This design comes from an exercise in tuning for small area, a short achievable clock period and few clock cycles per item on the open sky130 flow, not from production work. Where RTL was checked, it was by simulation tests only, not by an equivalence proof against the original.

// fp_mul_sched_top
module fp_mul_sched_top (
    input  logic         clk,
    input  logic         reset_n,
    input  logic [3:0]   req_valid,
    input  logic [127:0] req_x,
    input  logic [127:0] req_y,
    output logic [3:0]   req_ready,
    output logic         res_valid,
    input  logic         res_ready,
    output logic [1:0]   res_id,
    output logic [31:0]  res_data,
    output logic [4:0]   res_flags,
    output logic         busy
);
export LEC_CHECK = 0
export ABC_AREA = 1
export CAP_MARGIN = 20
export CORE_MARGIN = 2
export CORE_UTILIZATION = 40
export SLEW_MARGIN = 20
create_clock -name core_clock -period 10.5 [get_ports {clk}]
standard.sh (not shown) runs the stock make flow with config.mk's settings and CLKGATE_MAP_FILE= SYNTH_SCRIPT=/design/flow/synth_recipe.tcl, a recipe that flattens the netlist after the stock synthesis.
==> flow/flow/run.sh <==
#!/bin/bash
# Own layout flow: the standard synthesis, a full-adder polarity pass on its netlist
# (removes inverters between full adders; registers and ports untouched), then the ORFS
# layout with tighter timing repair and the smallest buffer on the ports.
# Each tool's output goes to a log file of its own in this folder.
set -euo pipefail
MARGIN=5.0
RES=orfs/results/sky130hd/fp_mul_sched_top/base
bash standard.sh synth > synth.log 2>&1
cp $RES/1_2_yosys.v 1_2_yosys.std.v
python3 flow/fapol.py 1_2_yosys.std.v $RES/1_2_yosys.v > fapol.log 2>&1
rm -f $RES/1_synth.odb $RES/1_synth.sdc
bash standard.sh "SETUP_SLACK_MARGIN=$MARGIN" \
    "BUFFER_PORTS_ARGS=-buffer_cell sky130_fd_sc_hd__buf_1" finish > layout.log 2>&1
Other scripts of this flow, unchanged in this note and not shown: flow/flow/fapol.py
==> next run, changes <==
--- a/flow/flow/run.sh
+++ b/flow/flow/run.sh
@@ -5,5 +5,5 @@
 # Each tool's output goes to a log file of its own in this folder.
 set -euo pipefail
-MARGIN=5.0
+MARGIN=5.7
 RES=orfs/results/sky130hd/fp_mul_sched_top/base
 bash standard.sh synth > synth.log 2>&1
Outcome: The changed run ran to the end with no violations; clock skew went down by 0.0038 ns; sequential cell count does not change; maximum frequency went up by 7.7%; synthesized cell count stays the same.
No run of this note included a check of the RTL's function; only the layout flow was run.

## run 1
fp_mul_sched_top, a different RTL version from the one above (not shown whole).
Size: roughly 140 flip-flops, ~0.024 mm² of cells after synthesis.
Settings: LEC_CHECK=0, ABC_CLOCK_PERIOD_IN_PS=4000, CAP_MARGIN=20, CORE_MARGIN=2, CORE_UTILIZATION=40, SETUP_SLACK_MARGIN=5, SLEW_MARGIN=20; clock period 10.5 ns.
run.sh (not shown) runs the stock make flow with config.mk's settings and CLKGATE_MAP_FILE= SYNTH_SCRIPT=/design/flow/synth_recipe.tcl, a recipe that flattens the netlist after the stock synthesis.
Stock flow here: none of the scripts above is used.
Run 1 reached the final stage; the timing, DRC and antenna checks on its layout passed.
Testbench counts of run 1, summed over its fixed seeds: cycles 2,064, items 2,048.
Inputs modified between run 1 and run 2:
- a deleted ABC_CLOCK_PERIOD_IN_PS that had been 4000
- a deleted SETUP_SLACK_MARGIN that had been 5
==> comparison <==
Sequential share of layout area up 1.2 points in run 2 wrt run 1
Delta (run 2 minus run 1): met3 usage in global routing lost 0.51 points; via count of the first global-routing pass lost 653; cell area lost 0.0025 mm².
## Diff of input files: run 3 against run 2
- SETUP_SLACK_MARGIN newly set to 5
- Run 3 has completed all stages; timing, DRC and antenna checks passed.
- Between run 3 and run 2, the number of stages on the worst setup path is higher for run 2.
- Of run 3 and run 2, the run reporting the lower final cell count was run 2.
- Fraction of the cycle the final worst path needs on run 3 is down relative to run 2.
- Of the two values seen for beginning of the critical path, u_sched.cin1_q$_DFFE_PP_ was produced by run 2 and u_sched.c1_q[0]$_DFFE_PP_ by run 3.

Setup of wip/raven:
fp_mul_sched_top, a different RTL version from the one above (not shown whole).
For scale: roughly 2400 cells after synthesis, roughly 310 I/O pins, ~0.020 sq mm of cells after synthesis.
clock: 10.5 ns
lec_check: 0
abc_area: 1
cap_margin: 20
core_margin: 2
core_utilization: 60
slew_margin: 20
standard.sh (not shown) runs the stock make flow with config.mk's settings and CLKGATE_MAP_FILE= SYNTH_SCRIPT=/design/flow/synth_recipe.tcl, a recipe that flattens the netlist after the stock synthesis.
==> flow/flow/run.sh <==
#!/bin/bash
# Own layout flow: the standard synthesis, a full-adder polarity pass on its netlist
# (removes inverters between full adders; registers and ports untouched), then the ORFS
# layout with tighter timing repair and the smallest buffer on the ports.
# Each tool's output goes to a log file of its own in this folder.
set -euo pipefail
MARGIN=5.0
RES=orfs/results/sky130hd/fp_mul_sched_top/base
bash standard.sh synth > synth.log 2>&1
cp $RES/1_2_yosys.v 1_2_yosys.std.v
python3 flow/fapol.py 1_2_yosys.std.v $RES/1_2_yosys.v > fapol.log 2>&1
rm -f $RES/1_synth.odb $RES/1_synth.sdc
bash standard.sh "SETUP_SLACK_MARGIN=$MARGIN" \
    "BUFFER_PORTS_ARGS=-buffer_cell sky130_fd_sc_hd__buf_1" finish > layout.log 2>&1
Other scripts of this flow, unchanged in this note and not shown: flow/flow/fapol.py
#### Input delta (wip/xenon over wip/raven)
# wip/raven
export LEC_CHECK = 0
export ABC_AREA = 1
export CAP_MARGIN = 20
export CORE_MARGIN = 2
export CORE_UTILIZATION = 60
export SLEW_MARGIN = 20
create_clock -name core_clock -period 10.5 [get_ports {clk}]
# wip/xenon
export LEC_CHECK = 0
export ABC_AREA = 1
export CAP_MARGIN = 20
export CORE_MARGIN = 2
export CORE_UTILIZATION = 40
export SLEW_MARGIN = 20
create_clock -name core_clock -period 10.5 [get_ports {clk}]
Run comparison: wip/xenon top routing layer in use met4; wip/raven top routing layer in use met5
Delta (wip/xenon minus wip/raven): met3 layer wire length in the routed design saw a decrease, final area went up 1.5%.
Worst setup skew after layout (higher): wip/xenon
Of wip/raven and wip/xenon, the run reporting the lower non-filler instance count after layout was wip/raven.
Against wip/raven as the reference, wip/xenon delivers a lower sequential share of layout area.
Any difference in net total in the final layout between wip/raven and wip/xenon is small enough to ignore.
Changes in wip/zinc relative to wip/xenon:
--- a/flow/flow/run.sh
+++ b/flow/flow/run.sh
@@ -5,5 +5,5 @@
 # Each tool's output goes to a log file of its own in this folder.
 set -euo pipefail
-MARGIN=5.0
+MARGIN=5.35
 RES=orfs/results/sky130hd/fp_mul_sched_top/base
 bash standard.sh synth > synth.log 2>&1
--- outcome ---
- Of wip/zinc and wip/xenon, it is wip/zinc that has the higher maximum frequency from static timing analysis.
- Non-clock buffer count, wip/zinc and wip/xenon, lower one = wip/xenon.
Relative to wip/zinc, the following input files were edited for wip/harbor:
# wip/zinc
export LEC_CHECK = 0
export ABC_AREA = 1
export CAP_MARGIN = 20
export CORE_MARGIN = 2
export CORE_UTILIZATION = 40
export SLEW_MARGIN = 20
create_clock -name core_clock -period 10.5 [get_ports {clk}]
# wip/harbor
export LEC_CHECK = 0
export ABC_AREA = 1
export CAP_MARGIN = 20
export CORE_MARGIN = 2
export CORE_UTILIZATION = 70
export SLEW_MARGIN = 20
create_clock -name core_clock -period 10.5 [get_ports {clk}]
--- a/flow/flow/run.sh
+++ b/flow/flow/run.sh
@@ -5,5 +5,5 @@
 # Each tool's output goes to a log file of its own in this folder.
 set -euo pipefail
-MARGIN=5.35
+MARGIN=5.0
 RES=orfs/results/sky130hd/fp_mul_sched_top/base
 bash standard.sh synth > synth.log 2>&1
- wip/harbor vs. wip/zinc: sequential share of layout area went up by 0.84 points.
- On number of tapcells: between wip/harbor and wip/zinc, it ends up lower for wip/harbor.
- Lower number of clock-tree buffers in the layout goes to wip/harbor over wip/zinc.
Function was not checked in any run of this note: the RTL went through the layout flow alone.

[afterwards: timing with drivers on the ports]
How much do the figures lean on ideal ports? The routed layouts below were timed once more, with nothing changed but the port constraints. Step 1 sets driving cells, clkbuf_16 on the clock port and buf_2 on the other inputs (assumed; they add their load-dependent delay and slew). Step 2 adds t to the input delays and takes it off the output delays; t is the mean of the earliest and latest rising clock arrival at the registers after step 1. Input paths then give back, and output paths get back, about the clock's delay inside the block. a / b / c = ideal / step 1 / step 2; a / b = the first two.
run | shift t [ns] | slack for setup (ns) | worst setup path after step 2 | worst register clock-pin slew, ns | cell pins on the clock port's net
the first run of note 1 | 0.496 | 5.105 / 5.077 / 4.895 | input to register | 0.07 / 0.07 | 1
the second run of note 1 | 0.508 | 5.490 / 5.434 / 5.224 | input to register | 0.07 / 0.07 | 1
run 1 | 0.486 | 4.557 / 4.505 / 4.991 | register to output | 0.08 / 0.08 | 1
run 2 | 0.481 | 3.157 / 3.103 / 3.584 | register to output | 0.07 / 0.07 | 1
run 3 | 0.486 | 4.557 / 4.505 / 4.991 | register to output | 0.08 / 0.08 | 1
wip/raven | 0.496 | 5.002 / 4.949 / 5.034 | input to output | 0.09 / 0.09 | 1
wip/xenon | 0.496 | 5.151 / 5.102 / 5.102 | input to output | 0.07 / 0.07 | 1
wip/zinc | 0.494 | 5.222 / 5.166 / 5.413 | register to register | 0.07 / 0.07 | 1
wip/harbor | 0.495 | 5.049 / 5.023 / 5.023 | input to output | 0.08 / 0.08 | 1
After both steps setup and hold are still met in every run listed. For the second run of note 1, which loses most, drivers alone change the setup slack by -0.056 ns; drivers and shift together by -0.266 ns.
